Source: an optimization exercise on an open RTL-to-GDS flow (aim: small area, a short achievable clock period and few clock cycles per item). Production flows keep margins and buffers that such runs may drop. Where RTL was checked, it was by simulation tests only, not by an equivalence proof against the original. Function not checked in runs 4 and 5: the RTL went through the layout flow alone. No activity file was given, so power comes from the tool's default toggle rates.

$ cat flow/flow/run.sh
#!/bin/bash
# Layout: the standard flow (standard.sh), with two changes to how the layout is
# made: the port buffers are buf_2 cells, and timing repair aims at a slack margin
# below the fixed 13 ns period, so that the paths are sized for a short achieved period.
# The clock period and constraints are the standard flow's, unchanged.
set -euo pipefail
bash standard.sh \
  "BUFFER_PORTS_ARGS=-buffer_cell sky130_fd_sc_hd__buf_2" \
  "SETUP_SLACK_MARGIN=${ACSD_SETUP_MARGIN:-9.0}" \
  finish > standard_flow.log 2>&1
$ cat flow/standard.sh
#!/bin/bash
# synth_recipe.tcl (not shown) runs the flow's synth.tcl, then flattens the netlist and writes it again
# the make line also repeats each setting of config.mk as NAME=value (left out here)
make -C /OpenROAD-flow-scripts/flow DESIGN_CONFIG=/design/flow/config.mk WORK_HOME=/design/flow/orfs CLKGATE_MAP_FILE= SYNTH_SCRIPT=/design/flow/synth_recipe.tcl "${@:-finish}"
$ cat flow/config.mk
export PLATFORM = sky130hd
export DESIGN_NAME = adc_channel_smoother_deadband
export DESIGN_NICKNAME = adc_channel_smoother_deadband
export VERILOG_FILES = /design/flow/design.v
export SDC_FILE = /design/flow/constraint.sdc
export NUM_CORES = 4
export LEC_CHECK = 0
export CAP_MARGIN = 20
export CORE_MARGIN = 2
export CORE_UTILIZATION = 40
export CTS_BUF_LIST = sky130_fd_sc_hd__clkbuf_16
export CTS_CLUSTER_DIAMETER = 100
export CTS_CLUSTER_SIZE = 28
export SLEW_MARGIN = 20
$ cat flow/constraint.sdc
create_clock -name core_clock -period 13.0 [get_ports {clk_i}]
set_input_delay 2.6000 -clock core_clock [delete_from_list [all_inputs] [get_ports {clk_i}]]
set_output_delay 2.6000 -clock core_clock [all_outputs]
set_load 0.01 [all_outputs]
$ cat flow/design.v
`default_nettype none
package acsd_pkg;
  localparam int unsigned ChanW    = 6;
  localparam int unsigned SmpW     = 12;
  localparam int unsigned ScaledW  = 16;
  localparam int unsigned EnableW  = 64;
endpackage
`default_nettype wire
`default_nettype none
module acsd_add #(
  parameter int unsigned W = 8
) (
  input  logic [W-1:0] a_i,
  input  logic [W-1:0] b_i,
  input  logic         ci_i,
  output logic [W-1:0] s_o
);
  localparam int unsigned L = $clog2(W) + 1;
  logic [W-1:0] g [L];
  logic [W-1:0] p [L];
  logic [W-1:0] c;
  always_comb begin
    g[0] = a_i & b_i;
    p[0] = a_i ^ b_i;
    g[0][0] = (a_i[0] & b_i[0]) | (ci_i & (a_i[0] ^ b_i[0]));
    for (int l = 1; l < L; l++) begin
      for (int i = 0; i < W; i++) begin
        if (i >= (1 << (l - 1))) begin
          g[l][i] = g[l-1][i] | (p[l-1][i] & g[l-1][i - (1 << (l - 1))]);
          p[l][i] = p[l-1][i] & p[l-1][i - (1 << (l - 1))];
        end else begin
          g[l][i] = g[l-1][i];
          p[l][i] = p[l-1][i];
        end
      end
    end
    c[0] = ci_i;
    for (int i = 1; i < W; i++) begin
      c[i] = g[L-1][i-1];
    end
    s_o = p[0] ^ c;
  end
endmodule
module acsd_update (
  input  logic [11:0] avg_i,
  input  logic [11:0] raw_i,
  output logic [11:0] new_o
);
  logic [14:0] x, y, z, cs_s, cs_c, cs_c2;
  logic [12:0] diff;
  logic [14:0] up, dn, us, uc, um, ds, dc, dm;
  logic        raw_ge;
  acsd_add #(.W(13)) u_cmp (
    .a_i  ({1'b0, raw_i}),
    .b_i  (~{1'b0, avg_i}),
    .ci_i (1'b1),
    .s_o  (diff)
  );
  assign raw_ge = ~diff[12];
  assign x     = {avg_i, 3'b000};
  assign y     = {3'b000, raw_i};
  assign z     = ~{3'b000, avg_i};
  assign cs_s  = x ^ y ^ z;
  assign cs_c  = (x & y) | (x & z) | (y & z);
  assign cs_c2 = {cs_c[13:0], 1'b0};
  assign us = cs_s ^ cs_c2 ^ 15'd5;
  assign um = (cs_s & cs_c2) | (cs_s & 15'd5) | (cs_c2 & 15'd5);
  assign uc = {um[13:0], 1'b0};
  assign ds = cs_s ^ cs_c2 ^ 15'h7ffd;
  assign dm = (cs_s & cs_c2) | (cs_s & 15'h7ffd) | (cs_c2 & 15'h7ffd);
  assign dc = {dm[13:0], 1'b0};
  acsd_add #(.W(15)) u_up (
    .a_i  (us),
    .b_i  (uc),
    .ci_i (1'b0),
    .s_o  (up)
  );
  acsd_add #(.W(15)) u_dn (
    .a_i  (ds),
    .b_i  (dc),
    .ci_i (1'b0),
    .s_o  (dn)
  );
  assign new_o = raw_ge ? up[14:3] : dn[14:3];
endmodule
`default_nettype wire
`default_nettype none
module acsd_scale (
  input  logic [11:0] n_i,
  output logic [3:0]  q_o
);
  logic [15:0] t;    
  always_comb begin
    t[0] = 1'b1;
    for (int k = 1; k <= 15; k++) begin
      t[k] = (n_i >= 12'(273 * k - 136));
    end
    q_o[3] = t[8];
    q_o[2] = (t[4] & ~t[8]) | t[12];
    q_o[1] = (t[2] & ~t[4]) | (t[6] & ~t[8]) | (t[10] & ~t[12]) | t[14];
    q_o[0] = (t[1] & ~t[2]) | (t[3] & ~t[4]) | (t[5] & ~t[6]) | (t[7] & ~t[8]) |
             (t[9] & ~t[10]) | (t[11] & ~t[12]) | (t[13] & ~t[14]) | t[15];
  end
endmodule
`default_nettype wire
`default_nettype none
module acsd_fifo #(
  parameter int unsigned Depth = 5
) (
  input  logic        clk_i,
  input  logic        rst_ni,
  input  logic        cand_i,      
  input  logic        push_i,      
  input  logic [5:0]  push_ch_i,
  input  logic [11:0] push_n_i,
  input  logic        ready_i,
  output logic        valid_o,
  output logic [5:0]  ch_o,
  output logic [11:0] n_o,
  output logic [3:0]  q_o
);
  logic [17:0]      entry_q [Depth];
  logic [Depth-1:0] wr_oh_q, rd_oh_q;
  logic [Depth:1]   cnt_q, cnt_up, cnt_d;    
  logic             out_free, not_empty, q_push, q_pop;
  logic [17:0]      head, next_item;
  logic [3:0]       next_q;
  assign out_free  = !valid_o || ready_i;
  assign not_empty = cnt_q[1];
  assign q_pop     = out_free && not_empty;
  assign q_push    = push_i && (not_empty || !out_free);
  always_comb begin
    head = '0;
    for (int i = 0; i < Depth; i++) begin
      head = head | (entry_q[i] & {18{rd_oh_q[i]}});
    end
    next_item = not_empty ? head : {push_ch_i, push_n_i};
  end
  always_comb begin
    cnt_up = q_push ? {cnt_q[Depth-1:1], 1'b1} : cnt_q;
    cnt_d  = q_pop ? {1'b0, cnt_up[Depth:2]} : cnt_up;
  end
  acsd_scale u_scale (
    .n_i (next_item[11:0]),
    .q_o (next_q)
  );
  always_ff @(posedge clk_i or negedge rst_ni) begin
    if (!rst_ni) begin
      valid_o <= 1'b0;
      wr_oh_q <= Depth'(1);
      rd_oh_q <= Depth'(1);
      cnt_q   <= '0;
    end else begin
      valid_o <= not_empty || push_i || !out_free;
      if (q_push) begin
        wr_oh_q <= {wr_oh_q[Depth-2:0], wr_oh_q[Depth-1]};
      end
      if (q_pop) begin
        rd_oh_q <= {rd_oh_q[Depth-2:0], rd_oh_q[Depth-1]};
      end
      cnt_q <= cnt_d;
    end
  end
  always_ff @(posedge clk_i) begin
    if (out_free) begin
      {ch_o, n_o} <= next_item;
      q_o         <= next_q;
    end
  end
  for (genvar i = 0; i < Depth; i++) begin : g_entry
    always_ff @(posedge clk_i) begin
      if (cand_i && wr_oh_q[i]) begin
        entry_q[i] <= {push_ch_i, push_n_i};
      end
    end
  end
endmodule
`default_nettype wire
`default_nettype none
module adc_channel_smoother_deadband #(
  parameter int unsigned CHANNELS    = 64,
  parameter int unsigned SAMPLE_BITS = 12
) (
  input  logic         clk_i,
  input  logic         rst_ni,
  input  logic         sample_valid_i,
  output logic         sample_ready_o,
  input  logic         sample_kind_i,
  input  logic [5:0]   sample_channel_i,
  input  logic [11:0]  sample_raw_i,
  input  logic         sample_force_i,
  output logic         report_valid_o,
  input  logic         report_ready_i,
  output logic [5:0]   report_channel_o,
  output logic [15:0]  report_scaled_o,
  output logic [11:0]  report_smoothed_o,
  input  logic         cfg_valid_i,
  output logic         cfg_ready_o,
  input  logic         cfg_index_i,
  input  logic [63:0]  cfg_data_i
);
  localparam int unsigned QDepth = 5;             
  localparam int unsigned Cap    = QDepth + 1;    
  logic [63:0] en_q;
  logic        en_set_q;
  logic [11:0] db_q;
  assign cfg_ready_o = 1'b1;
  always_ff @(posedge clk_i) begin
    if (cfg_valid_i && !cfg_index_i) begin
      en_q <= cfg_data_i;
    end
  end
  always_ff @(posedge clk_i or negedge rst_ni) begin
    if (!rst_ni) begin
      en_set_q <= 1'b0;
      db_q     <= 12'd8;
    end else if (cfg_valid_i) begin
      if (!cfg_index_i) begin
        en_set_q <= 1'b1;
      end else begin
        db_q <= cfg_data_i[11:0];
      end
    end
  end
  logic        ready_q, v0_q, kind0_q, frc0_q;
  logic [5:0]  ch0_q;
  logic [7:0]  lo0_q, hi0_q;
  logic [11:0] raw0_q;
  logic        accept;
  assign sample_ready_o = ready_q;
  assign accept         = sample_valid_i && ready_q;
  always_ff @(posedge clk_i or negedge rst_ni) begin
    if (!rst_ni) begin
      v0_q <= 1'b0;
    end else begin
      v0_q <= accept;
    end
  end
  always_ff @(posedge clk_i) begin
    kind0_q <= sample_kind_i;
    ch0_q   <= sample_channel_i;
    raw0_q  <= sample_raw_i;
    frc0_q  <= sample_force_i;
    for (int j = 0; j < 8; j++) begin
      lo0_q[j] <= (sample_channel_i[2:0] == 3'(j));
      hi0_q[j] <= (sample_channel_i[5:3] == 3'(j));
    end
  end
  logic [63:0][11:0] avg_q, last_q;
  logic [63:0]       seeded_q;
  logic              seeds_ok_q;
  logic        r1_v_q, r1_sd_q, r1_frc_q, r2_v_q;
  logic [5:0]  r1_ch_q, r2_ch_q;
  logic [11:0] r1_avg_q, r2_last_q;
  logic [63:0] sel0;
  logic [7:0][11:0] avg_grp, last_grp;
  logic [7:0]  en_grp, sd_grp;
  logic [11:0] avg_rd, last_rd;
  logic        en_rd, sd_rd;
  always_comb begin
    for (int g = 0; g < 8; g++) begin
      for (int j = 0; j < 8; j++) begin
        sel0[8*g+j] = hi0_q[g] && lo0_q[j];
      end
    end
    avg_grp  = '0;
    last_grp = '0;
    en_grp   = '0;
    sd_grp   = '0;
    for (int g = 0; g < 8; g++) begin
      for (int j = 0; j < 8; j++) begin
        avg_grp[g]  = avg_grp[g]  | (avg_q[8*g+j]  & {12{lo0_q[j]}});
        last_grp[g] = last_grp[g] | (last_q[8*g+j] & {12{lo0_q[j]}});
        en_grp[g]   = en_grp[g]   | (en_q[8*g+j]     & lo0_q[j]);
        sd_grp[g]   = sd_grp[g]   | (seeded_q[8*g+j] & lo0_q[j]);
      end
    end
    avg_rd  = '0;
    last_rd = '0;
    en_rd   = 1'b0;
    sd_rd   = 1'b0;
    for (int g = 0; g < 8; g++) begin
      avg_rd  = avg_rd  | (avg_grp[g]  & {12{hi0_q[g]}});
      last_rd = last_rd | (last_grp[g] & {12{hi0_q[g]}});
      en_rd   = en_rd   | (en_grp[g] & hi0_q[g]);
      sd_rd   = sd_rd   | (sd_grp[g] & hi0_q[g]);
    end
  end
  logic is_smp0, ret0;
  assign is_smp0 = v0_q && !kind0_q && en_set_q && en_rd;
  assign ret0    = v0_q && !(is_smp0 && seeds_ok_q && sd_rd);
  always_ff @(posedge clk_i or negedge rst_ni) begin
    if (!rst_ni) begin
      seeds_ok_q <= 1'b0;
    end else begin
      seeds_ok_q <= 1'b1;
    end
  end
  always_ff @(posedge clk_i) begin
    seeded_q <= (((v0_q && kind0_q) || !seeds_ok_q) ? 64'd0 : seeded_q) |
                (is_smp0 ? sel0 : 64'd0);
  end
  logic        v1_q, sd1_q, frc1_q, fwd1_q;
  logic [5:0]  ch1_q;
  logic [11:0] raw1_q, avg1_q, last1_q, db1_q;
  always_ff @(posedge clk_i or negedge rst_ni) begin
    if (!rst_ni) begin
      v1_q <= 1'b0;
    end else begin
      v1_q <= is_smp0;
    end
  end
  always_ff @(posedge clk_i) begin
    sd1_q   <= seeds_ok_q && sd_rd;
    frc1_q  <= frc0_q;
    ch1_q   <= ch0_q;
    raw1_q  <= raw0_q;
    db1_q   <= db_q;
    avg1_q  <= !(seeds_ok_q && sd_rd) ? raw0_q :
               (r1_v_q && (r1_ch_q == ch0_q)) ? r1_avg_q : avg_rd;
    last1_q <= (r2_v_q && (r2_ch_q == ch0_q)) ? r2_last_q : last_rd;
    fwd1_q  <= v1_q && (ch1_q == ch0_q);
  end
  logic [11:0] avg_s1, new_s1;
  assign avg_s1 = fwd1_q ? r1_avg_q : avg1_q;
  acsd_update u_update (
    .avg_i (avg_s1),
    .raw_i (raw1_q),
    .new_o (new_s1)
  );
  logic        fwd2_q;
  logic [11:0] last2_q, db2_q;
  always_ff @(posedge clk_i or negedge rst_ni) begin
    if (!rst_ni) begin
      r1_v_q <= 1'b0;
    end else begin
      r1_v_q <= v1_q;
    end
  end
  always_ff @(posedge clk_i) begin
    r1_sd_q  <= sd1_q;
    r1_frc_q <= frc1_q;
    r1_ch_q  <= ch1_q;
    r1_avg_q <= new_s1;
    db2_q    <= db1_q;
    last2_q  <= (r2_v_q && (r2_ch_q == ch1_q)) ? r2_last_q : last1_q;
    fwd2_q   <= r1_v_q && (r1_ch_q == ch1_q);
  end
  logic [11:0] last_s2;
  logic [13:0] up_d, dn_d;
  logic        hit, push, ret2;
  assign last_s2 = fwd2_q ? r2_last_q : last2_q;
  logic [13:0] nn, ll, dd, up_s, up_m, dn_s, dn_m;
  assign nn   = {2'b00, r1_avg_q};
  assign ll   = {2'b00, last_s2};
  assign dd   = ~{2'b00, db2_q};
  assign up_s = nn ^ ~ll ^ dd;
  assign up_m = (nn & ~ll) | (nn & dd) | (~ll & dd);
  assign dn_s = ll ^ ~nn ^ dd;
  assign dn_m = (ll & ~nn) | (ll & dd) | (~nn & dd);
  acsd_add #(.W(14)) u_up (
    .a_i  (up_s),
    .b_i  ({up_m[12:0], 1'b1}),
    .ci_i (1'b1),
    .s_o  (up_d)
  );
  acsd_add #(.W(14)) u_dn (
    .a_i  (dn_s),
    .b_i  ({dn_m[12:0], 1'b1}),
    .ci_i (1'b1),
    .s_o  (dn_d)
  );
  assign hit  = r1_frc_q || !up_d[13] || !dn_d[13];
  assign push = r1_v_q && r1_sd_q && hit;
  assign ret2 = r1_v_q && r1_sd_q && !hit;
  always_ff @(posedge clk_i or negedge rst_ni) begin
    if (!rst_ni) begin
      r2_v_q <= 1'b0;
    end else begin
      r2_v_q <= r1_v_q;
    end
  end
  always_ff @(posedge clk_i) begin
    r2_ch_q   <= r1_ch_q;
    r2_last_q <= (r1_sd_q && !hit) ? last_s2 : r1_avg_q;
  end
  for (genvar i = 0; i < 64; i++) begin : g_state
    always_ff @(posedge clk_i) begin
      if (r1_v_q && (r1_ch_q == 6'(i))) begin
        avg_q[i] <= r1_avg_q;
      end
      if (r2_v_q && (r2_ch_q == 6'(i))) begin
        last_q[i] <= r2_last_q;
      end
    end
  end
  logic [11:0] out_n;
  logic [3:0]  out_q;
  logic        pop;
  acsd_fifo #(
    .Depth (QDepth)
  ) u_fifo (
    .clk_i     (clk_i),
    .rst_ni    (rst_ni),
    .cand_i    (r1_v_q && r1_sd_q),
    .push_i    (push),
    .push_ch_i (r1_ch_q),
    .push_n_i  (r1_avg_q),
    .ready_i   (report_ready_i),
    .valid_o   (report_valid_o),
    .ch_o      (report_channel_o),
    .n_o       (out_n),
    .q_o       (out_q)
  );
  assign report_smoothed_o = out_n;
  assign report_scaled_o   = {out_n, out_q};
  assign pop               = report_valid_o && report_ready_i;
  logic [Cap:1] used_q, used_a, used_b, used_c, used_d;
  always_comb begin
    used_a = accept ? {used_q[Cap-1:1], 1'b1} : used_q;
    used_b = ret0   ? {1'b0, used_a[Cap:2]} : used_a;
    used_c = pop    ? {1'b0, used_b[Cap:2]} : used_b;
    used_d = ret2   ? {1'b0, used_c[Cap:2]} : used_c;
  end
  always_ff @(posedge clk_i or negedge rst_ni) begin
    if (!rst_ni) begin
      used_q  <= '0;
      ready_q <= 1'b0;
    end else begin
      used_q  <= used_d;
      ready_q <= !used_d[Cap];
    end
  end
endmodule
`default_nettype wire
==> impl_metrics.csv, run 1 <==
group,metric,value,unit
clock_tree,clockBufferDepth,3,
synthesis,synth_edf_count,1712,
timing,finClkSkew,0.06370,ns
timing,finalCritPeriodShare,0.3003,
detailed_routing,via_per_inst,5.944,
global_route,grt_pass1_wl,287.1,mm
place,dp_hpwl,112.9,mm
setup_path,cp-start-kind,"register",
timing,rsz0062_at_grt,"false",
detailed_routing,route.detailed.drc,0,
global_route,antenna_found_initial,4,
synthesis,ys_seq_area_frac,0.7668,
timing,fin_hold_ws,0.3359,ns
setup_path,slowest_stage,"dfrtp_1",
synthesis,syn-mean-instance-area,16.50,µm²
clock_tree,hold_buffers,0,
timing,period_needed,3.904,ns
timing,tightestPinTransition,1.094,ns
setup_path,crit_arrival,1.30,ns
floorplanning,io-pin-count,127,
floorplanning,die_y,434.5,µm
synthesis,synth_cells,4492,
detailed_routing,postRouteAntennaNets,0,
timing,slew_violations,0,
floorplanning,core-area,184800,µm²
setup_path,path_cells,"buf_2",
detailed_routing,highest_layer,"met4",
place,io_buffers,125,
timing,tns,0,ns
clock_tree,numCtsBuffers,82,
timing,finalSetupViolCount,0,
floorplanning,dieArea,188800,µm²
final_layout,drive_gt1_frac,0.1268,
final_layout,syn2layout_area_growth,9.378,%
floorplanning,die_x,434.5,µm
floorplanning,initial_core_util,0.4010,
job,cap_violations,0,
timing,slew_headroom,0.2521,
detailed_routing,met3_length,13.65,mm
detailed_routing,drt_wl_total,199.7,mm
setup_path,max_stage_delay,0.41,ns
timing,hold_viol,0,
floorplanning,row_count,158,
final_layout,final_cell_mix,"edfxtp_1, a22oi_1, nor2_1",
setup_path,worst-path-max-fanout,4,
min_path,hp-class,"register to register",
place,dpl_cell_area,78290,µm²
final_layout,final_common_cell,"edfxtp_1",
detailed_routing,drt_iter0_markers,4710,
setup_path,worst-path-buf-inv,1,
synthesis,yosysWarnings,13,
detailed_routing,wl_per_cell,28.05,µm
global_route,grt_pass1_vias,40970,
power_and_ir_drop,powerDensity,162.7,nW/µm²
clock_tree,cts.sinks,1973,
timing,max_clock_freq,256.1,MHz
setup_path,worstSetupPathType,"register to primary output",
power_and_ir_drop,ir_drop,0.1326,mV
clock_tree,cts_tree,"yes",
clock_tree,cts-htree-levels,3,
detailed_routing,vias,42320,
synthesis,ys_ff_latch,1973,
global_route,grt.total_usage,0.2058,
setup_path,cp-end-kind,"primary output",
detailed_routing,firstDrtPassIters,6,
place,gp_congestion,0.8389,
setup_path,cp.required,10.40,ns
detailed_routing,wl_met1,83.75,mm
synthesis,netlist_area,74130,µm²
power_and_ir_drop,p_leak,25.27,nW
final_layout,final_area,81080,µm²
synthesis,synth_cell_types,73,
clock_tree,cts_root_buf,"clkbuf_16",
global_route,grt_overflow_total,0,
global_route,grt_max_degree,108,
clock_tree,clock_latency,0.75,ns
final_layout,layout.nets,4811,
synthesis,synthArstFlopShare,0.02078,
status,status,"complete, no violations",
synthesis,synth_ff_type,"edfxtp_1",
detailed_routing,met2_length,96.57,mm
clock_tree,path_clk_slew,0.11,ns
setup_path,path_delay_family,"flip-flops",
-- stage by stage --
step | setup WS (ns) | utilization | total power (W) | instances
after floorplan | 8.991 | - | 0.009185 | 4493
after global placement | 8.291 | 0.4235 | 0.01006 | 6991
after detailed placement | 8.259 | 0.4236 | 0.01011 | 6991
after CTS | 8.998 | 0.4370 | 0.01317 | 7108
after global routing | 8.961 | 0.4386 | 0.01365 | 7120
final | 9.096 | 0.4386 | 0.01319 | 7120
-- cells in the mapped netlist (8+ instances only) --
cell type | instances | share of area
buf_2 | 23 | 0.0016
o21ai_0 | 35 | 0.0024
edfxtp_1 | 1712 | 0.69
a31oi_1 | 26 | 0.0022
clkbuf_1 | 222 | 0.011
ha_1 | 82 | 0.014
a21oi_1 | 123 | 0.0083
a32o_1 | 64 | 0.0086
o31ai_1 | 11 | 0.0011
buf_6 | 8 | 0.0012
xor2_1 | 18 | 0.0021
o21a_1 | 9 | 0.00091
nor3_1 | 20 | 0.0014
nor2_1 | 217 | 0.011
fa_1 | 31 | 0.0084
nor3b_1 | 9 | 0.00091
mux2_2 | 59 | 0.0090
a22oi_1 | 847 | 0.086
mux2i_1 | 25 | 0.0034
nand3_1 | 24 | 0.0016
dfxtp_1 | 220 | 0.059
buf_4 | 16 | 0.0016
nor2b_1 | 16 | 0.0014
dfrtp_1 | 38 | 0.013
a222oi_1 | 18 | 0.0024
inv_1 | 111 | 0.0056
nand4_1 | 129 | 0.011
buf_1 | 40 | 0.0020
a41oi_1 | 116 | 0.014
nand2_1 | 56 | 0.0028
xnor2_1 | 31 | 0.0037
-- power by group --
part	leakage [nW]	internal, W	total [W]	switching (W)
registers	17.8	0.00781	0.00799	0.000181
logic	6.27	0.000529	0.00210	0.00157
clock network	1.22	0.00122	0.00310	0.00189
total	25.3	0.00955	0.0132	0.00364
-- final timing paths --
| kind | startpoint | endpoint | slack, ns | cells after the start |
|---|---|---|---|---|
| max | u_fifo.valid_o | report_valid_o | 9.10 | 1 |
| min | db1_q[1] | db2_q[1] | 0.34 | 0 |
| max reg2reg | lo0_q[2] | avg1_q[4] | 9.14 | 10 |
| min reg2reg | db1_q[1] | db2_q[1] | 0.34 | 0 |
| max in group asynchronous | rst_ni | used_q[5] | 10.72 | 1 |
| min in group asynchronous | rst_ni | u_fifo.rd_oh_q[4] | 1.84 | 1 |
-- per-layer routing --
| layer | up-vias | GRT usage |
|---|---|---|
| met5 | - | 0 |
| met4 | 0 | 0.05550 |
| met3 | 243 | 0.02658 |
| met2 | 1667 | 0.3377 |
| met1 | 22050 | 0.2892 |
| li1 | 18360 | - |
-- final cells by class --
type	count	area, µm²
sequential	1973	56920
clock inverter	28	186.4
clock buffer	86	2152
antenna	2	5.005
inverter	117	442.9
timing repair inverter	1	5.005
fill	16080	103800
multi-input combinational	2094	15760
tap	2480	3103
timing repair buffer	339	2502
-- registers in the layout (all words and copies together) (netlist names), 64 cells and up --
| register | cells |
|---|---|
| avg_q | 768 |
| last_q | 768 |
| u_fifo.entry_q | 90 |
| en_q | 64 |
| seeded_q | 64 |
-- logic make-up (layout without fill, tap and decap cells) --
| family | after synthesis | in the layout | synth area share |
|---|---|---|---|
| DFF | 1973 | 1973 | 0.7668 |
| AOI/OAI and AO/OA | 1325 | 1325 | 0.1345 |
| and+or+nand+nor | 521 | 521 | 0.03467 |
| buffers and inverters | 426 | 571 | 0.02358 |
| adders and majority gates | 113 | 113 | 0.02221 |
| muxes | 84 | 84 | 0.01234 |
| xor gates and xnor gates | 49 | 49 | 0.005790 |
| other | 1 | 4 | 0.00005059 |
-- what timing repair did --
item	4_1_cts	5_1_grt
resized for setup	23	35
endpoints found under the setup margin	49	40
cloned	0	2
hold endpoints to repair	0	0
pin swaps	0	1
buffers inserted	3	8
Testbench counts, summed over its fixed seeds: cycles 24,353, items 24,000.
==> inputs of run 2 (changes only) <==
--- a/flow/flow/run.sh
+++ b/flow/flow/run.sh
@@ -6,5 +6,5 @@
 set -euo pipefail
 bash standard.sh \
   "BUFFER_PORTS_ARGS=-buffer_cell sky130_fd_sc_hd__buf_2" \
-  "SETUP_SLACK_MARGIN=${ACSD_SETUP_MARGIN:-9.0}" \
+  "SETUP_SLACK_MARGIN=${ACSD_SETUP_MARGIN:-9.3}" \
   finish > standard_flow.log 2>&1
==> run 2 against run 1 <==
Net effect:
- via count increased by 0.68%
- die area unchanged
- register-to-register slack improved by 0.16 ns
- critical path depth stayed put
- clock-buffer cell count fell by 4
- fmax is 1.2% lower
- final area increased by 0.95%
- clock skew is 0.025 ns lower
==> impl_metrics.csv, run 2 <==
group,metric,value,unit
status,status,"complete, no violations",
synthesis,synthAdderAreaFrac,0.02221,
detailed_routing,postRouteAntennaNets,0,
timing,finalCritPeriodShare,0.3041,
final_layout,register_area,56930,µm²
synthesis,synth_top_family_by_area,"compound AO/OA/AOI/OAI gates",
global_route,grt_max_degree,118,
floorplanning,initial_core_util,0.4010,
synthesis,yosysMostFrequentCell,"edfxtp_1",
floorplanning,dieArea,188800,µm²
timing,tns,0,ns
power_and_ir_drop,ir_drop,0.1326,mV
floorplanning,row_count,158,
synthesis,netlist_area,74130,µm²
place,io_buffers,125,
setup_path,r2r_setup_slack,9.30,ns
power_and_ir_drop,powerDensity,163.2,nW/µm²
detailed_routing,route.detailed.drc,0,
final_layout,syn2layout_area_growth,10.42,%
min_path,hp-class,"register to register",
setup_path,slowest_stage,"dfrtp_2",
final_layout,drive_gt1_frac,0.1399,
setup_path,worst-path-buf-inv,1,
timing,max_clock_freq,253.0,MHz
power_and_ir_drop,p_leak,25.57,nW
timing,rsz0062_at_grt,"true",
detailed_routing,via_per_inst,5.951,
synthesis,synth_cell_types,73,
final_layout,layout.nets,4839,
setup_path,max_stage_delay,0.46,ns
final_layout,reg.largest.list,"avg_q (768), last_q (768), u_fifo.entry_q (90)",
timing,period_needed,3.953,ns
place,dp_hpwl,112.0,mm
synthesis,synth_ff_type,"edfxtp_1",
place,place_ws,8.242,ns
global_route,antenna_found_initial,9,
synthesis,synth_area_leader_cell,"edfxtp_1",
place,gp_congestion,0.8523,
setup_path,path_delay_family,"flip-flops",
detailed_routing,vias,42610,
synthesis,synth_compound_area_frac,0.1345,
synthesis,synth_edf_count,1712,
synthesis,yosysWarnings,13,
final_layout,multi_input_area,16020,µm²
final_layout,fillers,16040,
final_layout,final_common_cell,"edfxtp_1",
global_route,grt_overflow_total,0,
timing,finalSetupViolCount,0,
setup_path,cp.required,10.40,ns
clock_tree,cts-htree-levels,3,
clock_tree,cts.sinks,1973,
floorplanning,die_y,434.5,µm
clock_tree,cts_tree,"yes",
timing,hold_viol,0,
clock_tree,cts_root_buf,"clkbuf_16",
detailed_routing,firstDrtPassIters,9,
timing,finClkSkew,0.03889,ns
synthesis,synthSimpleGateAreaFrac,0.03467,
clock_tree,clockBufferDepth,3,
clock_tree,path_clk_slew,0.10,ns
synthesis,synth_commonest_cells,"edfxtp_1, a22oi_1, clkbuf_1, dfxtp_1, nor2_1",
timing,slew_headroom,0.3011,
synthesis,ys_seq_area_frac,0.7668,
setup_path,crit_arrival,1.35,ns
timing,tightestPinTransition,1.048,ns
synthesis,synth_cells,4492,
floorplanning,io-pin-count,127,
synthesis,synthArstFlopShare,0.02078,
synthesis,yosysTopAreaCellShare,0.6935,
global_route,grt_pass1_wl,289.4,mm
setup_path,cp-start-kind,"register",
setup_path,worstSetupPathType,"register to primary output",
clock_tree,clock_latency,0.76,ns
clock_tree,numCtsBuffers,81,
synthesis,synthTopCellsByArea,"edfxtp_1, a22oi_1, dfxtp_1, ha_1, a41oi_1",
floorplanning,die_x,434.5,µm
global_route,grt.total_usage,0.2091,
detailed_routing,drt_wl_total,203.4,mm
setup_path,path_cells,"buf_6",
timing,setup_ws,9.047,ns
synthesis,synthMuxAreaShare,0.01234,
final_layout,final_cell_mix,"edfxtp_1, a22oi_1, nor2_1",
synthesis,synth_xor_area_frac,0.005790,
job,cap_violations,0,
timing,slew_violations,0,
detailed_routing,wl_per_cell,28.40,µm
setup_path,worst-path-max-fanout,4,
setup_path,cp-end-kind,"primary output",
floorplanning,core-area,184800,µm²
synthesis,syn-mean-instance-area,16.50,µm²
synthesis,ys_ff_latch,1973,
detailed_routing,drt_iter0_markers,5487,
global_route,grt_pass1_vias,40490,
-- run 2: cell types whose count changed in the layout (fill, tap and decap cells not counted), sizes merged --
cell / before / now
clkinv: 10 / 11
clkbuf: 89 / 85
buf: 336 / 365
diode: 2 / 4
inv: 134 / 146
-- run 2: cell type report --
class | instances | share of cell area
antenna | 4 | 0.0001223
clock buffer | 82 | 0.02507
clock inverter | 41 | 0.003011
inverter | 117 | 0.005442
multi-input combinational | 2094 | 0.1957
sequential | 1973 | 0.6955
tap | 2480 | 0.03791
timing repair buffer | 368 | 0.03710
timing repair inverter | 1 | 0.00009172
-- run 2: power by group --
group | leakage [nW] | internal (W) | total [W] | switching [W]
Combinational | 6.56 | 0.000651 | 0.00233 | 0.00168
Clock | 1.24 | 0.00117 | 0.00306 | 0.00189
Sequential | 17.8 | 0.00780 | 0.00797 | 0.000171
Total | 25.6 | 0.00962 | 0.0134 | 0.00374
-- run 2: stage by stage --
step | instances | total power (W) | cell area (µm²) | utilization | hold WS (ns)
after floorplan | 4493 | 0.009180 | 74240 | - | 0.3096
after global placement | 6990 | 0.01005 | 78310 | 0.4236 | 0.3106
after detailed placement | 6990 | 0.01011 | 78310 | 0.4237 | 0.3128
after CTS | 7141 | 0.01329 | 81300 | 0.4398 | 0.3372
after global routing | 7159 | 0.01380 | 81850 | 0.4428 | 0.3498
final | 7160 | 0.01336 | 81850 | 0.4428 | 0.3366
-- run 2: path summary, 6_finish.rpt --
kind | start | to | cells after the start
worst max-delay path | u_fifo.valid_o | report_valid_o | 1
worst min-delay path | db1_q[1] | db2_q[1] | 0
worst max register to register | fwd1_q | r1_avg_q[11] | 15
worst min register to register | db1_q[1] | db2_q[1] | 0
max in group asynchronous | rst_ni | db_q[2] | 1
min in group asynchronous | rst_ni | u_fifo.rd_oh_q[4] | 1
-- run 2: cells by family after synthesis --
logic type,count (synthesis)
DFF,1973
AOI/OAI and AO/OA,1325
and+or+nand+nor,521
buffers and inverters,426
adders and majority gates,113
muxes,84
xor gates and xnor gates,49
other,1
-- run 2: routing by layer --
metal / track usage / share of wire
met5: 0 / 0.000064
met1: 0.2985 / 0.42
met4: 0.05527 / 0.029
met2: 0.3365 / 0.48
met3: 0.02916 / 0.075
-- run 2: worst reg2reg max path, cell delays in order (launching register included) --
cell	delay, ns
dfxtp_4	0.45
buf_6	0.13
mux2i_4	0.26
inv_2	0.06
fa_1	0.57
inv_2	0.05
ha_4	0.26
inv_1	0.04
ha_2	0.17
or3_4	0.37
o311ai_4	0.32
a21oi_2	0.13
o41ai_2	0.36
xnor2_1	0.12
mux2i_1	0.21
xnor2_1	0.14
-- run 2: timing repair --
item | 4_1_cts | 5_1_grt
setup buffers | 27 | 13
pin swaps | 1 | 17
gates cloned | 1 | 2
gates resized for setup | 66 | 75
endpoints found under the setup margin | 100 | 89
hold buffers | 0 | 0
==> inputs of run 3 (changes only) <==
--- a/flow/flow/run.sh
+++ b/flow/flow/run.sh
@@ -6,5 +6,5 @@
 set -euo pipefail
 bash standard.sh \
   "BUFFER_PORTS_ARGS=-buffer_cell sky130_fd_sc_hd__buf_2" \
-  "SETUP_SLACK_MARGIN=${ACSD_SETUP_MARGIN:-9.3}" \
+  "SETUP_SLACK_MARGIN=${ACSD_SETUP_MARGIN:-8.8}" \
   finish > standard_flow.log 2>&1
==> run 3 against run 2 <==
Net effect:
- clock power is essentially flat
- sequential cell count is the same
- still clean
- utilization shrank 0.55 points
- worst hold slack lost 0.012 ns
==> impl_metrics.csv, run 3 <==
group,metric,value,unit
global_route,grt_pass1_wl,286.7,mm
min_path,hp-start,"db1_q[5]",
synthesis,synth_commonest_cells,"edfxtp_1, a22oi_1, clkbuf_1, dfxtp_1, nor2_1",
global_route,grt.total_usage,0.2054,
detailed_routing,via_per_inst,5.955,
final_layout,final_cell_mix,"edfxtp_1, a22oi_1, nor2_1",
final_layout,syn2layout_area_growth,9.059,%
clock_tree,cts_tree,"yes",
floorplanning,core-area,184800,µm²
setup_path,timing.critical_path.mode_cell,"a41oi_1",
synthesis,synth_area_leader_cell,"edfxtp_1",
synthesis,synthAdderAreaFrac,0.02221,
global_route,grt_pass1_vias,40510,
timing,hold_viol,0,
power_and_ir_drop,powerDensity,161.9,nW/µm²
synthesis,synth_cells,4492,
timing,period_needed,4.078,ns
clock_tree,cts.sinks,1973,
clock_tree,clock_latency,0.73,ns
global_route,grt_max_degree,99,
setup_path,cp.required,13.62,ns
timing,max_clock_freq,245.2,MHz
floorplanning,row_count,158,
synthesis,synth_top_family_by_area,"compound AO/OA/AOI/OAI gates",
status,status,"complete, no violations",
power_and_ir_drop,p_leak,25.25,nW
timing,finalSetupViolCount,0,
timing,finClkSkew,0.03508,ns
synthesis,synthSimpleGateAreaFrac,0.03467,
floorplanning,dieArea,188800,µm²
synthesis,synthArstFlopShare,0.02078,
setup_path,worstReg2RegStart,"lo0_q[4]",
detailed_routing,drt_wl_total,198.2,mm
synthesis,synth_edf_count,1712,
final_layout,stdcell_count,7128,
floorplanning,initial_core_util,0.4010,
final_layout,fin_util,0.4374,
global_route,grt_overflow_total,0,
timing,slew_headroom,0.2580,
timing,slew_violations,0,
min_path,hp-class,"register to register",
setup_path,cp-end-kind,"register",
timing,tns,0,ns
global_route,antenna_found_initial,6,
floorplanning,io-pin-count,127,
detailed_routing,drt_iter0_markers,5251,
synthesis,synth_ff_type,"edfxtp_1",
synthesis,synth_cell_types,73,
detailed_routing,postRouteAntennaNets,0,
place,place_ws,8.293,ns
timing,fin_hold_ws,0.3243,ns
synthesis,yosysTopAreaCellShare,0.6935,
clock_tree,numCtsBuffers,81,
setup_path,worstSetupPathType,"register to register",
synthesis,synthTopCellsByArea,"edfxtp_1, a22oi_1, dfxtp_1, ha_1, a41oi_1",
setup_path,slowest_stage,"a41oi_1",
setup_path,r2r-end,"last1_q[5]",
setup_path,worstRegToRegCells,6,
timing,rsz0062_at_grt,"false",
final_layout,fillers,16140,
setup_path,path_cells,"buf_4, buf_12, a22oi_1, a41oi_1, a2111oi_2, a41oi_1",
final_layout,reg.largest.list,"avg_q (768), last_q (768), u_fifo.entry_q (90)",
job,cap_violations,0,
timing,tightestPinTransition,1.099,ns
synthesis,syn-mean-instance-area,16.50,µm²
place,io_buffers,125,
place,dp_hpwl,113.5,mm
detailed_routing,vias,42450,
setup_path,r2r_setup_slack,8.92,ns
power_and_ir_drop,ir_drop,0.1899,mV
final_layout,layout.nets,4805,
setup_path,crit_arrival,4.70,ns
setup_path,max_stage_delay,0.91,ns
setup_path,worst-path-max-fanout,93,
synthesis,synthMuxAreaShare,0.01234,
place,gp_congestion,0.8380,
final_layout,drive_gt1_frac,0.1261,
synthesis,yosysWarnings,13,
clock_tree,cts_root_buf,"clkbuf_16",
min_path,hold_path_depth,0,
clock_tree,path_clk_slew,0.12,ns
synthesis,ys_seq_area_frac,0.7668,
clock_tree,cts-htree-levels,3,
synthesis,ys_ff_latch,1973,
detailed_routing,firstDrtPassIters,6,
setup_path,cp-start-kind,"register",
detailed_routing,wl_per_cell,27.81,µm
timing,setup_ws,8.922,ns
synthesis,synth_compound_area_frac,0.1345,
clock_tree,clockBufferDepth,3,
synthesis,netlist_area,74130,µm²
clock_tree,hold_buffers,0,
place,placedCellCount,6993,
final_layout,antenna_cells,0,
floorplanning,die_x,434.5,µm
timing,finalCritPeriodShare,0.3137,
detailed_routing,route.detailed.drc,0,
synthesis,yosysMostFrequentCell,"edfxtp_1",
final_layout,final_common_cell,"edfxtp_1",
min_path,min_to,"db2_q[5]",
synthesis,synth_xor_area_frac,0.005790,
floorplanning,die_y,434.5,µm
-- run 3: what timing repair did --
action / 4_1_cts / 5_1_grt
setup buffers: 0 / 6
gates resized for setup: 9 / 27
endpoints found under the hold margin: 0 / 0
pin swaps: 0 / 0
setup endpoints to repair: 12 / 27
-- run 3: worst max path at each step --
stage                                   end  slack [ns]  depth (start not counted)    startpoint
after floorplan                r1_avg_q[11]        8.81                         16        fwd1_q
after global placement         r1_avg_q[11]        8.32                         15        fwd1_q
after detailed placement       r1_avg_q[11]        8.29                         15        fwd1_q
after CTS                 u_fifo.wr_oh_q[2]        8.80                         11  r2_last_q[5]
after global routing            r1_avg_q[9]        8.79                         14   r1_avg_q[8]
final                            last1_q[5]        8.92                          6      lo0_q[4]
-- run 3: cell type report --
type,instances,area [µm²],area share
clock buffer,83,2077,0.02569
tap,2480,3103,0.03838
sequential,1973,56910,0.7040
timing repair buffer,335,2362,0.02922
clock inverter,46,262.8,0.003250
multi-input combinational,2094,15680,0.1940
inverter,117,440.4,0.005448
-- run 3: logic make-up after synthesis --
group,Yosys count
adders and majority gates,113
other,1
and+or+nand+nor,521
xor gates and xnor gates,49
buffers and inverters,426
muxes,84
AOI/OAI and AO/OA,1325
DFF,1973
-- run 3: critical path, delay by kind of cell, from the launching register on --
family / cells / cell delay, ns
AOI/OAI and AO/OA: 4 / 1.75
buffers and inverters: 2 / 1.23
DFF: 1 / 0.87
-- run 3: layer usage --
layer,vias to the layer above,part of all wire,GRT usage
li1,18350,-,-
met1,22140,0.43,0.2958
met2,1733,0.48,0.3318
met3,219,0.071,0.02631
met4,2,0.024,0.04935
met5,-,0.000066,0
-- run 3: metrics by stage --
| step | total power, W | area, µm² |
|---|---|---|
| floorplan | 0.009185 | 74150 |
| global placement | 0.01006 | 78280 |
| detailed placement | 0.01012 | 78300 |
| CTS | 0.01310 | 80660 |
| global route | 0.01353 | 80840 |
| finish | 0.01308 | 80840 |
-- run 3: where the power goes --
| group | internal (W) | switching (W) |
|---|---|---|
| Combinational | 0.000505 | 0.00159 |
| Sequential | 0.00781 | 0.000109 |
| Clock | 0.00119 | 0.00189 |
| Total | 0.00950 | 0.00359 |
==> inputs of run 4 (changes only) <==
--- a/flow/design.v
+++ b/flow/design.v
@@ -199,7 +199,7 @@
   input  logic         cfg_index_i,
   input  logic [63:0]  cfg_data_i
 );
-  localparam int unsigned QDepth = 5;             
+  localparam int unsigned QDepth = 6;             
   localparam int unsigned Cap    = QDepth + 1;    
   logic [63:0] en_q;
   logic        en_set_q;
--- a/flow/flow/run.sh
+++ b/flow/flow/run.sh
@@ -6,5 +6,5 @@
 set -euo pipefail
 bash standard.sh \
   "BUFFER_PORTS_ARGS=-buffer_cell sky130_fd_sc_hd__buf_2" \
-  "SETUP_SLACK_MARGIN=${ACSD_SETUP_MARGIN:-8.8}" \
+  "SETUP_SLACK_MARGIN=${ACSD_SETUP_MARGIN:-9.0}" \
   finish > standard_flow.log 2>&1
==> run 4 against run 3 <==
Net effect:
- area after synthesis grew 1.0%
- die area grew 1.0%
- power grew 2.2%
- first-iteration DRC count shrank 5.7%
- clock-buffer cell count shrank 1
- worst hold slack gained 0.013 ns
- sequential share of layout area shrank 0.44 points
- still clean on timing, DRC and antenna
- sequential cell count grew 22
- combinational power grew 6%
- non-clock buffer count grew 9
- final area grew 1.8%
- critical path depth grew 2
==> impl_metrics.csv, run 4 <==
group,metric,value,unit
status,status,"complete, no violations",
synthesis,netlist_area,74880,µm²
synthesis,yosysWarnings,13,
floorplanning,initial_core_util,0.4034,
clock_tree,hold_buffers,0,
setup_path,r2r_setup_slack,8.98,ns
synthesis,synth_edf_count,1730,
detailed_routing,route.detailed.drc,0,
setup_path,crit_arrival,4.67,ns
place,io_buffers,125,
global_route,grt.total_usage,0.2032,
synthesis,synth_cell_types,74,
detailed_routing,postRouteAntennaNets,0,
place,gp_congestion,0.8476,
timing,tns,0,ns
timing,slew_headroom,0.1051,
clock_tree,cts_root_buf,"clkbuf_16",
timing,fin_hold_ws,0.3369,ns
place,place_ws,8.182,ns
final_layout,final_common_cell,"edfxtp_1",
setup_path,cp-end-kind,"register",
timing,rsz0062_at_grt,"true",
setup_path,worstSetupPathType,"register to register",
detailed_routing,drt_iter0_markers,4952,
clock_tree,cts.sinks,1995,
detailed_routing,firstDrtPassIters,7,
power_and_ir_drop,finalPower,0.01337,W
final_layout,reg.largest.list,"avg_q (768), last_q (768), u_fifo.entry_q (108)",
global_route,grt_overflow_total,0,
detailed_routing,vias,42790,
clock_tree,clockBufferDepth,3,
clock_tree,cts_tree,"yes",
min_path,hp-start,"db1_q[0]",
synthesis,ys_ff_latch,1995,
final_layout,fin_util,0.4432,
floorplanning,die_x,436.7,µm
setup_path,cp.required,13.65,ns
setup_path,worst-path-max-fanout,91,
min_path,min_to,"db2_q[0]",
synthesis,synthArstFlopShare,0.02256,
global_route,grt_pass1_vias,41230,
setup_path,worstRegToRegCells,8,
synthesis,yosysTopAreaCellShare,0.6937,
timing,hold_viol,0,
floorplanning,dieArea,190700,µm²
setup_path,worstReg2RegStart,"lo0_q[4]",
floorplanning,io-pin-count,127,
global_route,grt_max_degree,97,
final_layout,final_cell_mix,"edfxtp_1, a22oi_1, a41oi_1",
detailed_routing,drt_wl_total,201.4,mm
power_and_ir_drop,ir_drop,0.1300,mV
min_path,hold_path_depth,0,
clock_tree,path_clk_slew,0.11,ns
detailed_routing,via_per_inst,5.994,
job,cap_violations,0,
synthesis,ys_seq_area_frac,0.7676,
power_and_ir_drop,powerDensity,162.5,nW/µm²
floorplanning,die_y,436.7,µm
global_route,grt_pass1_wl,289.9,mm
place,dp_hpwl,113.6,mm
synthesis,yosysMostFrequentCell,"edfxtp_1",
synthesis,synth_ff_type,"edfxtp_1",
timing,tightestPinTransition,1.330,ns
timing,finalCritPeriodShare,0.3096,
clock_tree,clock_latency,0.75,ns
final_layout,syn2layout_area_growth,9.868,%
power_and_ir_drop,p_leak,25.51,nW
floorplanning,core-area,185600,µm²
timing,slew_violations,0,
min_path,hp-class,"register to register",
final_layout,layout.nets,4817,
synthesis,synth_area_leader_cell,"edfxtp_1",
final_layout,drive_gt1_frac,0.1343,
synthesis,syn-mean-instance-area,16.67,µm²
setup_path,cp-start-kind,"register",
synthesis,synth_cells,4491,
clock_tree,cts-htree-levels,3,
synthesis,synthTopCellsByArea,"edfxtp_1, a22oi_1, dfxtp_1, a41oi_1, dfrtp_1",
setup_path,r2r-end,"avg1_q[7]",
timing,finalSetupViolCount,0,
global_route,antenna_found_initial,12,
clock_tree,numCtsBuffers,82,
timing,period_needed,4.025,ns
synthesis,synth_commonest_cells,"edfxtp_1, a22oi_1, clkbuf_1, nor2_1, dfxtp_1",
floorplanning,row_count,158,
timing,setup_ws,8.975,ns
timing,finClkSkew,0.04443,ns
detailed_routing,wl_per_cell,28.21,µm
timing,max_clock_freq,248.5,MHz
==> run 4: worst max-delay path, cell delays in order, from the launching register on <==
cell and delay (ns):
dfxtp_4 0.59, buf_12 0.32, buf_4 0.47, a22oi_1 0.28, a41oi_1 0.26, or4_1 0.60, nor3_1 0.73, a21oi_1 0.19
mux2_2 0.32
==> run 4: cell type report <==
class,instances,area [µm²]
Fill cell,16130,103400
Sequential cell,1995,57560
Inverter,124,469.2
Antenna cell,5,12.51
Clock buffer,82,2052
Multi-Input combinational cell,2067,16100
Tap cell,2480,3103
Clock inverter,42,284.0
Timing Repair Buffer,344,2693
==> run 4: power breakdown <==
group          internal [W]  total (W)  switching (W)
Combinational      0.000612    0.00223        0.00162
Clock               0.00118    0.00310        0.00192
Sequential          0.00789    0.00804       0.000150
Total               0.00968     0.0134        0.00369
==> run 4: metal layers <==
metal,up-vias,part of all wire,global-route usage
li1,18460,-,-
met1,22370,0.42,0.2872
met2,1707,0.48,0.3325
met3,248,0.069,0.02593
met4,2,0.027,0.05302
met5,-,0.000065,0
==> run 4: how the worst max path moves through the flow <==
stage,startpoint,endpoint,slack [ns],depth (start not counted)
floorplan,cfg_valid_i,en_q[0],8.99,1
detailed placement,r1_avg_q[0],r1_avg_q[11],8.18,15
global placement,r1_avg_q[0],r1_avg_q[11],8.22,15
finish,lo0_q[4],avg1_q[7],8.98,8
CTS,u_fifo.ch_o[1],report_channel_o[1],8.92,1
global route,u_fifo.ch_o[1],report_channel_o[1],8.94,1
==> run 4: repair_timing <==
item | CTS | global route
pin swaps | 0 | 14
endpoints found under the setup margin | 44 | 28
setup buffers | 9 | 20
resized for setup | 35 | 59
gates cloned | 0 | 6
==> run 4: logic make-up after synthesis <==
| logic type | synth area share |
|---|---|
| buf+inv | 0.02262 |
| other cells | 0.00005008 |
| xor+xnor | 0.005497 |
| simple gates | 0.02978 |
| flops | 0.7676 |
| fa+ha+maj | 0.02212 |
| mux | 0.01255 |
| compound gates | 0.1397 |
==> run 4: per-stage QoR <==
stage | instances | area, µm²
finish | 7139 | 82270
global route | 7138 | 82270
CTS | 7108 | 81650
detailed placement | 6975 | 79050
global placement | 6975 | 79040
floorplan | 4492 | 74930
==> inputs of run 5 (changes only) <==
--- a/flow/design.v
+++ b/flow/design.v
@@ -89,28 +89,25 @@
   input  logic [11:0] n_i,
   output logic [3:0]  q_o
 );
-  logic [15:0] t;    
+  logic [14:0] above;
   always_comb begin
-    t[0] = 1'b1;
     for (int k = 1; k <= 15; k++) begin
-      t[k] = (n_i >= 12'(273 * k - 136));
+      above[k-1] = (n_i >= 12'(273 * k - 136));
     end
-    q_o[3] = t[8];
-    q_o[2] = (t[4] & ~t[8]) | t[12];
-    q_o[1] = (t[2] & ~t[4]) | (t[6] & ~t[8]) | (t[10] & ~t[12]) | t[14];
-    q_o[0] = (t[1] & ~t[2]) | (t[3] & ~t[4]) | (t[5] & ~t[6]) | (t[7] & ~t[8]) |
-             (t[9] & ~t[10]) | (t[11] & ~t[12]) | (t[13] & ~t[14]) | t[15];
+    q_o = 4'(above[0]) + 4'(above[1]) + 4'(above[2]) + 4'(above[3]) +
+          4'(above[4]) + 4'(above[5]) + 4'(above[6]) + 4'(above[7]) +
+          4'(above[8]) + 4'(above[9]) + 4'(above[10]) + 4'(above[11]) +
+          4'(above[12]) + 4'(above[13]) + 4'(above[14]);
   end
 endmodule
 `default_nettype wire
 `default_nettype none
 module acsd_fifo #(
-  parameter int unsigned Depth = 5
+  parameter int unsigned Depth = 3
 ) (
   input  logic        clk_i,
   input  logic        rst_ni,
-  input  logic        cand_i,      
-  input  logic        push_i,      
+  input  logic        push_i,
   input  logic [5:0]  push_ch_i,
   input  logic [11:0] push_n_i,
   input  logic        ready_i,
@@ -119,57 +116,50 @@
   output logic [11:0] n_o,
   output logic [3:0]  q_o
 );
-  logic [17:0]      entry_q [Depth];
-  logic [Depth-1:0] wr_oh_q, rd_oh_q;
-  logic [Depth:1]   cnt_q, cnt_up, cnt_d;    
-  logic             out_free, not_empty, q_push, q_pop;
-  logic [17:0]      head, next_item;
-  logic [3:0]       next_q;
+  localparam int unsigned PtrW = (Depth > 1) ? $clog2(Depth) : 1;
+  localparam int unsigned CntW = $clog2(Depth + 1);
+  logic [17:0]     entry_q [Depth];
+  logic [PtrW-1:0] wr_ptr_q, rd_ptr_q;
+  logic [CntW-1:0] count_q;
+  logic            out_free, not_empty, q_push, q_pop, load;
+  logic [17:0]     next_item;
+  logic [3:0]      next_q;
   assign out_free  = !valid_o || ready_i;
-  assign not_empty = cnt_q[1];
+  assign not_empty = (count_q != '0);
   assign q_pop     = out_free && not_empty;
   assign q_push    = push_i && (not_empty || !out_free);
-  always_comb begin
-    head = '0;
-    for (int i = 0; i < Depth; i++) begin
-      head = head | (entry_q[i] & {18{rd_oh_q[i]}});
-    end
-    next_item = not_empty ? head : {push_ch_i, push_n_i};
-  end
-  always_comb begin
-    cnt_up = q_push ? {cnt_q[Depth-1:1], 1'b1} : cnt_q;
-    cnt_d  = q_pop ? {1'b0, cnt_up[Depth:2]} : cnt_up;
-  end
+  assign load      = out_free && (not_empty || push_i);
+  assign next_item = not_empty ? entry_q[rd_ptr_q] : {push_ch_i, push_n_i};
   acsd_scale u_scale (
     .n_i (next_item[11:0]),
     .q_o (next_q)
   );
   always_ff @(posedge clk_i or negedge rst_ni) begin
     if (!rst_ni) begin
-      valid_o <= 1'b0;
-      wr_oh_q <= Depth'(1);
-      rd_oh_q <= Depth'(1);
-      cnt_q   <= '0;
+      valid_o  <= 1'b0;
+      wr_ptr_q <= '0;
+      rd_ptr_q <= '0;
+      count_q  <= '0;
     end else begin
       valid_o <= not_empty || push_i || !out_free;
       if (q_push) begin
-        wr_oh_q <= {wr_oh_q[Depth-2:0], wr_oh_q[Depth-1]};
+        wr_ptr_q <= (wr_ptr_q == PtrW'(Depth - 1)) ? '0 : wr_ptr_q + PtrW'(1);
       end
       if (q_pop) begin
-        rd_oh_q <= {rd_oh_q[Depth-2:0], rd_oh_q[Depth-1]};
+        rd_ptr_q <= (rd_ptr_q == PtrW'(Depth - 1)) ? '0 : rd_ptr_q + PtrW'(1);
       end
-      cnt_q <= cnt_d;
+      count_q <= count_q + CntW'(q_push) - CntW'(q_pop);
     end
   end
   always_ff @(posedge clk_i) begin
-    if (out_free) begin
+    if (load) begin
       {ch_o, n_o} <= next_item;
       q_o         <= next_q;
     end
   end
   for (genvar i = 0; i < Depth; i++) begin : g_entry
     always_ff @(posedge clk_i) begin
-      if (cand_i && wr_oh_q[i]) begin
+      if (q_push && (wr_ptr_q == PtrW'(i))) begin
         entry_q[i] <= {push_ch_i, push_n_i};
       end
     end
@@ -199,8 +189,9 @@
   input  logic         cfg_index_i,
   input  logic [63:0]  cfg_data_i
 );
-  localparam int unsigned QDepth = 6;             
+  localparam int unsigned QDepth = 5;             
   localparam int unsigned Cap    = QDepth + 1;    
+  localparam int unsigned UsedW  = $clog2(Cap + 1) + 1;
   logic [63:0] en_q;
   logic        en_set_q;
   logic [11:0] db_q;
@@ -316,8 +307,7 @@
     ch1_q   <= ch0_q;
     raw1_q  <= raw0_q;
     db1_q   <= db_q;
-    avg1_q  <= !(seeds_ok_q && sd_rd) ? raw0_q :
-               (r1_v_q && (r1_ch_q == ch0_q)) ? r1_avg_q : avg_rd;
+    avg1_q  <= (r1_v_q && (r1_ch_q == ch0_q)) ? r1_avg_q : avg_rd;
     last1_q <= (r2_v_q && (r2_ch_q == ch0_q)) ? r2_last_q : last_rd;
     fwd1_q  <= v1_q && (ch1_q == ch0_q);
   end
@@ -341,7 +331,7 @@
     r1_sd_q  <= sd1_q;
     r1_frc_q <= frc1_q;
     r1_ch_q  <= ch1_q;
-    r1_avg_q <= new_s1;
+    r1_avg_q <= sd1_q ? new_s1 : raw1_q;
     db2_q    <= db1_q;
     last2_q  <= (r2_v_q && (r2_ch_q == ch1_q)) ? r2_last_q : last1_q;
     fwd2_q   <= r1_v_q && (r1_ch_q == ch1_q);
@@ -402,7 +392,6 @@
   ) u_fifo (
     .clk_i     (clk_i),
     .rst_ni    (rst_ni),
-    .cand_i    (r1_v_q && r1_sd_q),
     .push_i    (push),
     .push_ch_i (r1_ch_q),
     .push_n_i  (r1_avg_q),
@@ -415,12 +404,9 @@
   assign report_smoothed_o = out_n;
   assign report_scaled_o   = {out_n, out_q};
   assign pop               = report_valid_o && report_ready_i;
-  logic [Cap:1] used_q, used_a, used_b, used_c, used_d;
+  logic [UsedW-1:0] used_q, used_d;
   always_comb begin
-    used_a = accept ? {used_q[Cap-1:1], 1'b1} : used_q;
-    used_b = ret0   ? {1'b0, used_a[Cap:2]} : used_a;
-    used_c = pop    ? {1'b0, used_b[Cap:2]} : used_b;
-    used_d = ret2   ? {1'b0, used_c[Cap:2]} : used_c;
+    used_d = used_q + UsedW'(accept) - UsedW'(ret0) - UsedW'(ret2) - UsedW'(pop);
   end
   always_ff @(posedge clk_i or negedge rst_ni) begin
     if (!rst_ni) begin
@@ -428,7 +414,7 @@
       ready_q <= 1'b0;
     end else begin
       used_q  <= used_d;
-      ready_q <= !used_d[Cap];
+      ready_q <= (used_d < UsedW'(Cap));
     end
   end
 endmodule
==> flow/run.sh (new file) <==
#!/bin/bash
# synth_recipe.tcl (not shown) runs the flow's synth.tcl, then flattens the netlist and writes it again
# the make line also repeats each setting of config.mk as NAME=value (left out here)
make -C /OpenROAD-flow-scripts/flow DESIGN_CONFIG=/design/flow/config.mk WORK_HOME=/design/flow/orfs CLKGATE_MAP_FILE= SYNTH_SCRIPT=/design/flow/synth_recipe.tcl finish
--- a/flow/config.mk
+++ b/flow/config.mk
@@ -8,7 +8,4 @@
 export CAP_MARGIN = 20
 export CORE_MARGIN = 2
 export CORE_UTILIZATION = 40
-export CTS_BUF_LIST = sky130_fd_sc_hd__clkbuf_16
-export CTS_CLUSTER_DIAMETER = 100
-export CTS_CLUSTER_SIZE = 28
 export SLEW_MARGIN = 20
removed: flow/flow/run.sh
removed: flow/standard.sh
==> run 5 against run 4 <==
Net effect:
- clock power up 76%
- fmax fell by 39%
- final area grew 3.3%
- area after synthesis decreased by 1.1%
- combinational power increased by 7%
- sequential share of layout area down 3.3 points
- register-to-register slack worse by 2.5 ns
- clock skew fell by 0.0046 ns
- first-iteration DRC count is essentially flat
- global-route usage rose by 0.79 points
- critical path type unchanged
==> impl_metrics.csv, run 5 <==
group,metric,value,unit
status,status,"complete, no violations",
final_layout,reg.largest.list,"avg_q (768), last_q (768), u_fifo.entry_q (90)",
final_layout,syn2layout_area_growth,14.75,%
power_and_ir_drop,ir_drop,0.2784,mV
timing,fin_hold_ws,0.3117,ns
timing,tns,0,ns
synthesis,yosysMostFrequentCell,"edfxtp_1",
final_layout,fillers,15760,
final_layout,final_common_cell,"edfxtp_1",
setup_path,worst-path-max-fanout,19,
clock_tree,hold_buffers,0,
synthesis,synthTopCellsByArea,"edfxtp_1, a22oi_1, dfxtp_1, nand4_1, ha_1",
power_and_ir_drop,p_comb_frac,0.159,
detailed_routing,drt_iter0_markers,4948,
power_and_ir_drop,powerDensity,176.8,nW/µm²
global_route,antenna_found_initial,1,
timing,slew_violations,0,
detailed_routing,firstDrtPassIters,6,
clock_tree,clockBufferDepth,3,
floorplanning,core-area,183500,µm²
place,gp_congestion,0.8440,
synthesis,synth_edf_count,1712,
synthesis,synth_commonest_cells,"edfxtp_1, a22oi_1, clkbuf_1, dfxtp_1, nand4_1",
timing,slew_headroom,0.2562,
setup_path,crit_arrival,7.14,ns
min_path,hp-start,"raw0_q[2]",
global_route,grt_max_degree,102,
synthesis,synth_cell_types,72,
synthesis,netlist_area,74090,µm²
power_and_ir_drop,power.sequential.fraction,0.478,
synthesis,synth_cells,4491,
detailed_routing,vias,42890,
clock_tree,cts.sinks,1965,
floorplanning,initial_core_util,0.4038,
power_and_ir_drop,pwr-share-clk,0.363,
synthesis,synth_ff_type,"edfxtp_1",
setup_path,worstSetupPathType,"register to register",
final_layout,drive_gt1_frac,0.1208,
synthesis,yosysTopAreaCellShare,0.6939,
power_and_ir_drop,p_leak,27.45,nW
power_and_ir_drop,p_switching,0.003899,W
global_route,grt_overflow_total,0,
clock_tree,cts_tree,"yes",
synthesis,ys_seq_area_frac,0.7645,
power_and_ir_drop,p_sw_frac,0.2594,
min_path,hp-class,"register to register",
clock_tree,numCtsBuffers,193,
synthesis,syn-mean-instance-area,16.50,µm²
floorplanning,die_x,434.4,µm
detailed_routing,via_per_inst,5.864,
clock_tree,cts_root_buf,"clkbuf_16",
timing,finClkSkew,0.03982,ns
synthesis,ys_ff_latch,1965,
floorplanning,die_y,434.4,µm
final_layout,multi_input_area,15850,µm²
clock_tree,cts-htree-levels,4,
clock_tree,path_clk_slew,0.06,ns
timing,period_needed,6.563,ns
power_and_ir_drop,intPower,0.01113,W
floorplanning,row_count,157,
clock_tree,clock_latency,0.83,ns
place,dp_hpwl,115.3,mm
detailed_routing,postRouteAntennaNets,0,
clock_tree,cts_resized,0,
detailed_routing,route.detailed.drc,0,
clock_tree,cts_setup_buffers,0,
final_layout,register_area,56710,µm²
setup_path,cp-end-kind,"register",
synthesis,synthArstFlopShare,0.01679,
timing,finalSetupViolCount,0,
floorplanning,dieArea,188700,µm²
job,cap_violations,0,
timing,finalCritPeriodShare,0.5048,
floorplanning,io-pin-count,127,
final_layout,antenna_cells,0,
final_layout,final_cell_mix,"edfxtp_1, a22oi_1, nand4_1",
timing,tightestPinTransition,1.116,ns
place,io_buffers,125,
global_route,grt_pass1_wl,292.6,mm
detailed_routing,wl_per_cell,27.67,µm
detailed_routing,drt_wl_total,202.4,mm
global_route,grt.total_usage,0.2112,
synthesis,synth_area_leader_cell,"edfxtp_1",
timing,max_clock_freq,152.4,MHz
final_layout,layout.nets,4921,
setup_path,crit_start,"u_fifo.rd_ptr_q[2]",
setup_path,cp-start-kind,"register",
timing,hold_viol,0,
global_route,grt_pass1_vias,41720,
setup_path,worstReg2RegStart,"u_fifo.rd_ptr_q[2]",
timing,rsz0062_at_grt,"false",
setup_path,cp.required,13.57,ns
synthesis,yosysWarnings,13,
-- run 5: logic make-up after synthesis --
group / count (synthesis) / share of synthesized area
DFF: 1965 / 0.7645
and+or+nand+nor: 596 / 0.04153
buffers and inverters: 441 / 0.02332
other: 1 / 0.00005062
adders and majority gates: 144 / 0.02888
muxes: 72 / 0.01050
xor gates and xnor gates: 57 / 0.006738
AOI/OAI and AO/OA: 1215 / 0.1245
-- run 5: critical path, cell delays in order, from the launching register on --
cell,delay [ns]
dfrtp_1,0.48
inv_1,0.15
ha_1,0.65
inv_1,0.17
o21a_2,0.29
a2111oi_0,0.49
a21oi_1,0.30
o211ai_1,0.30
nand3_1,0.13
a311oi_1,0.40
fa_1,0.49
fa_1,0.46
fa_1,0.49
inv_1,0.05
fa_1,0.44
fa_1,0.43
fa_1,0.44
xor2_1,0.15
-- run 5: final cells by class --
class,instances,share of cell area
Sequential cell,1965,0.6671
Multi-Input combinational cell,2086,0.1864
Clock buffer,261,0.06256
Tap cell,2464,0.03626
Timing Repair Buffer,302,0.03102
Clock inverter,97,0.01049
Inverter,139,0.006137
-- run 5: layer usage --
metal	up-vias	share of wire	global-route usage	routed length [µm]
met3	292	0.082	0.03584	16580
met4	0	0.026	0.06222	5299
met2	1980	0.48	0.3395	96530
li1	18520	-	-	-
met5	-	0	0	0
met1	22100	0.41	0.2953	83990
-- run 5: worst paths after layout --
kind | to | slack [ns] | depth (start not counted)
worst max-delay path | u_fifo.q_o[2] | 6.44 | 17
worst min-delay path | raw1_q[2] | 0.31 | 0
worst max register to register | u_fifo.q_o[2] | 6.44 | 17
worst min register to register | raw1_q[2] | 0.31 | 0
max in group asynchronous | db_q[1] | 10.43 | 1
min in group asynchronous | u_fifo.valid_o | 1.92 | 1
-- run 5: per-stage QoR --
step                      worst slack, ns  cell area (µm²)  power, W  cells  utilization
after floorplan                     7.023            74090  0.008981   4492            -
after global placement              6.614            78800  0.009694   6956       0.4295
after detailed placement            6.509            78800  0.009739   6956       0.4295
after CTS                           6.494            85010   0.01513   7314       0.4634
after global routing                6.036            85010   0.01570   7314       0.4634
final                               6.437            85010   0.01503   7314       0.4634
-- run 5: power groups by stage --
| stage | Combinational, W | Clock [W] | Sequential [W] |
|---|---|---|---|
| 2_1_floorplan | 0.00166 | 0 | 0.00732 |
| 5_1_grt | 0.00272 | 0.00578 | 0.00720 |
| 3_3_place_gp | 0.00237 | 0 | 0.00732 |
| 6_report | 0.00239 | 0.00545 | 0.00719 |
| 3_5_place_dp | 0.00242 | 0 | 0.00732 |
| 4_1_cts | 0.00242 | 0.00552 | 0.00719 |

[what the ideal ports hide]
In the flow no input, the clock included, has a driving cell. The finished layouts below were timed again as built, in two steps. Step 1: set_driving_cell puts a clkbuf_16 on clk_i and a buf_2 on each other input, an assumption about the parent block. Step 2, shift: input delay + t, output delay - t, t = (earliest + latest rising clock arrival at the registers) / 2. This alone moves slack from input paths to output paths. a / b / c = ideal / step 1 / step 2; a / b = the first two.
run	t (ns)	setup WS [ns]	hold slack, ns	worst data-port slew with drivers (ns)	pins driven straight from the clock port
run 1	0.805	9.096 / 9.009 / 8.597	0.336 / 0.336 / 0.336	0.07	1
run 2	0.826	9.047 / 8.960 / 8.823	0.337 / 0.337 / 0.337	0.07	1
run 3	0.806	8.922 / 8.922 / 8.332	0.324 / 0.324 / 0.324	0.06	1
run 4	0.821	8.975 / 8.895 / 8.506	0.337 / 0.337 / 0.337	0.08	1
run 5	0.906	6.437 / 6.437 / 6.437	0.312 / 0.312 / 0.312	0.06	1
After both steps every run listed still meets setup and hold. For run 3, which loses most, drivers alone change the setup slack by 0.000 ns; drivers and shift together by -0.590 ns.
